From an optimization exercise on the open Yosys and OpenROAD flow, aimed at small area, a short achievable clock period and few clock cycles per item; shortcuts taken in it are not production practice. In this exercise RTL edits were held to simulation tests only and were not proved equivalent to the original. Power and IR drop assume default switching activity.

Setup of exp/zinc:
## admm_top
module admm_top (
    input  logic        clk,
    input  logic        rst,
    input  logic        chipselect,
    input  logic        read,
    input  logic        write,
    input  logic [7:0]  addr,
    input  logic [31:0] writedata,
    output logic [31:0] readdata
);
For scale: ~5400 cells after synthesis, roughly 1200 flip-flops, about 59000 sq um of cells after synthesis.
export LEC_CHECK = 0
export CAP_MARGIN = 20
export CORE_MARGIN = 2
export CORE_UTILIZATION = 40
export CTS_BUF_LIST = sky130_fd_sc_hd__clkbuf_8
export PLACE_DENSITY = 0.7
export SLEW_MARGIN = 20
create_clock -name core_clock -period 13.0 [get_ports {clk}]
standard.sh (not shown) runs the stock make flow with config.mk's settings and CLKGATE_MAP_FILE= SYNTH_SCRIPT=/design/flow/synth_recipe.tcl, a recipe that flattens the netlist after the stock synthesis.
==> flow/flow/run.sh <==
#!/bin/bash
# Standard layout, with timing repair aiming for extra setup slack so the
# critical paths are sized for a shorter period than the 13 ns constraint.
set -euo pipefail
bash standard.sh finish SETUP_SLACK_MARGIN=8.5 > flow_make.log 2>&1
exp/zinc completed every stage of the flow, and the final layout passed the timing, DRC and antenna checks.
Testbench counts of exp/zinc, summed over its fixed seeds: cycles 12,724, solves 192.
> inputs changed (exp/zinc -> exp/garnet)
# exp/zinc
export LEC_CHECK = 0
export CAP_MARGIN = 20
export CORE_MARGIN = 2
export CORE_UTILIZATION = 40
export CTS_BUF_LIST = sky130_fd_sc_hd__clkbuf_8
export PLACE_DENSITY = 0.7
export SLEW_MARGIN = 20
create_clock -name core_clock -period 13.0 [get_ports {clk}]
# exp/garnet
export LEC_CHECK = 0
export CAP_MARGIN = 20
export CORE_MARGIN = 2
export CORE_UTILIZATION = 40
export CTS_BUF_LIST = sky130_fd_sc_hd__clkbuf_8
export SLEW_MARGIN = 20
create_clock -name core_clock -period 13.0 [get_ports {clk}]
Notes after the runs:
- Comparing total power for exp/zinc and exp/garnet, the smaller number came from exp/zinc.
- What exp/zinc reported for buffer count excluding the clock tree in the final layout has to be multiplied by 1.11 to get the figure for exp/garnet.
- The highest clock frequency the design can meet of exp/garnet is higher than that of exp/zinc.
- Taking exp/zinc as the reference, in exp/garnet worst hold slack shrank by 23 ps, final design area excluding fillers shows an increase of about 0.46%, switching power moved up, largest fanout on the critical path went down by 1, filler cell count in the final layout up 360.
--- input diff exp/garnet..exp/willow ---
# exp/garnet
export LEC_CHECK = 0
export CAP_MARGIN = 20
export CORE_MARGIN = 2
export CORE_UTILIZATION = 40
export CTS_BUF_LIST = sky130_fd_sc_hd__clkbuf_8
export SLEW_MARGIN = 20
create_clock -name core_clock -period 13.0 [get_ports {clk}]
# exp/willow
export LEC_CHECK = 0
export CAP_MARGIN = 20
export CORE_MARGIN = 2
export CORE_UTILIZATION = 40
export SLEW_MARGIN = 20
create_clock -name core_clock -period 13.0 [get_ports {clk}]
--- a/flow/flow/run.sh
+++ b/flow/flow/run.sh
@@ -4,2 +4,2 @@
 set -euo pipefail
-bash standard.sh finish SETUP_SLACK_MARGIN=8.5 > flow_make.log 2>&1
+bash standard.sh finish SETUP_SLACK_MARGIN=8.75 > flow_make.log 2>&1
==> comparison <==
Transition time of the tightest slew-check pin came out higher on exp/willow than on exp/garnet. Fraction of met2 tracks used by global routing (higher): exp/willow. Area overhead of the layout relative to synthesis: exp/willow > exp/garnet. exp/willow vs exp/garnet: clock-buffer cell count down in exp/willow. In the metrics for exp/garnet and exp/willow, the one carrying the higher share of the final layout cell area in sequential cells is exp/garnet. Relative to exp/garnet, the design area measured on exp/willow has increased by a few percent.


== alpha ==
Starting RTL as in the previous note.
==> flow/design.v (excerpt) <==
module admm_top (
    input  logic        clk,
    input  logic        rst,
    input  logic        chipselect,
    input  logic        read,
    input  logic        write,
    input  logic [7:0]  addr,
    input  logic [31:0] writedata,
    output logic [31:0] readdata
);
Settings: LEC_CHECK=0, CAP_MARGIN=5, CORE_MARGIN=2, CORE_UTILIZATION=40, CTS_BUF_LIST=sky130_fd_sc_hd__clkbuf_8, SLEW_MARGIN=5; clock period 13.0 ns.
==> flow/flow/run.sh <==
#!/bin/bash
# Standard layout, with timing repair aiming for extra setup slack so the
# critical paths are sized for a shorter period than the 13 ns constraint.
set -euo pipefail
bash standard.sh finish SETUP_SLACK_MARGIN=8.5 > flow_make.log 2>&1
Looking at the reports, alpha completed the entire flow and the layout it produced met the timing, DRC and antenna checks.
Testbench counts of alpha, summed over its fixed seeds: cycles 12,724, solves 192.
--- input diff alpha..beta ---
# alpha
export LEC_CHECK = 0
export CAP_MARGIN = 5
export CORE_MARGIN = 2
export CORE_UTILIZATION = 40
export CTS_BUF_LIST = sky130_fd_sc_hd__clkbuf_8
export SLEW_MARGIN = 5
create_clock -name core_clock -period 13.0 [get_ports {clk}]
# beta
export LEC_CHECK = 0
export CAP_MARGIN = 20
export CORE_MARGIN = 2
export CORE_UTILIZATION = 40
export CTS_BUF_LIST = sky130_fd_sc_hd__clkbuf_8
export SLEW_MARGIN = 20
create_clock -name core_clock -period 13.0 [get_ports {clk}]
--- a/flow/flow/run.sh
+++ b/flow/flow/run.sh
@@ -5 +5 @@
-bash standard.sh finish SETUP_SLACK_MARGIN=8.5 > flow_make.log 2>&1
+bash standard.sh finish SETUP_SLACK_MARGIN=8 > flow_make.log 2>&1
==> comparison <==
In the metrics for beta and alpha, the one carrying the lower total length of routed wires is beta. Summary of beta over alpha: layout buffering overhead excluding clock cells went down by 0.98 points; cell count of the worst reg-to-reg path went down by 2; number of antenna diodes went down by about 16%.

what the ideal ports hide:
The flow's constraints put no driver on any port. The routed layouts listed below were extracted and timed again, unchanged, in two steps.
Step 1 assumes that a clkbuf_16 drives the clock port and a buf_2 every other input.
Step 2 also shifts input and output timing later by t, the mid clock arrival at the registers, as if the neighbouring blocks saw the same clock.
a / b / c = no drivers / after step 1 / after step 2; a / b = the first two.
| run | t, ns | slack for setup (ns) | worst hold slack (ns) |
|---|---|---|---|
| exp/zinc | 0.995 | 8.301 / 8.319 / 7.324 | 0.319 / 0.319 / 0.319 |
| exp/garnet | 0.978 | 8.409 / 8.414 / 7.436 | 0.296 / 0.296 / 0.296 |
| exp/willow | 0.855 | 8.680 / 8.544 / 7.689 | 0.320 / 0.320 / 0.320 |
| alpha | 1.002 | 8.331 / 8.358 / 7.355 | 0.289 / 0.289 / 0.289 |
| beta | 1.006 | 7.787 / 7.814 / 6.808 | 0.314 / 0.314 / 0.314 |
After both steps every run listed still meets setup and hold. For exp/willow, which loses most, drivers alone change the setup slack by -0.136 ns; drivers and shift together by -0.991 ns.
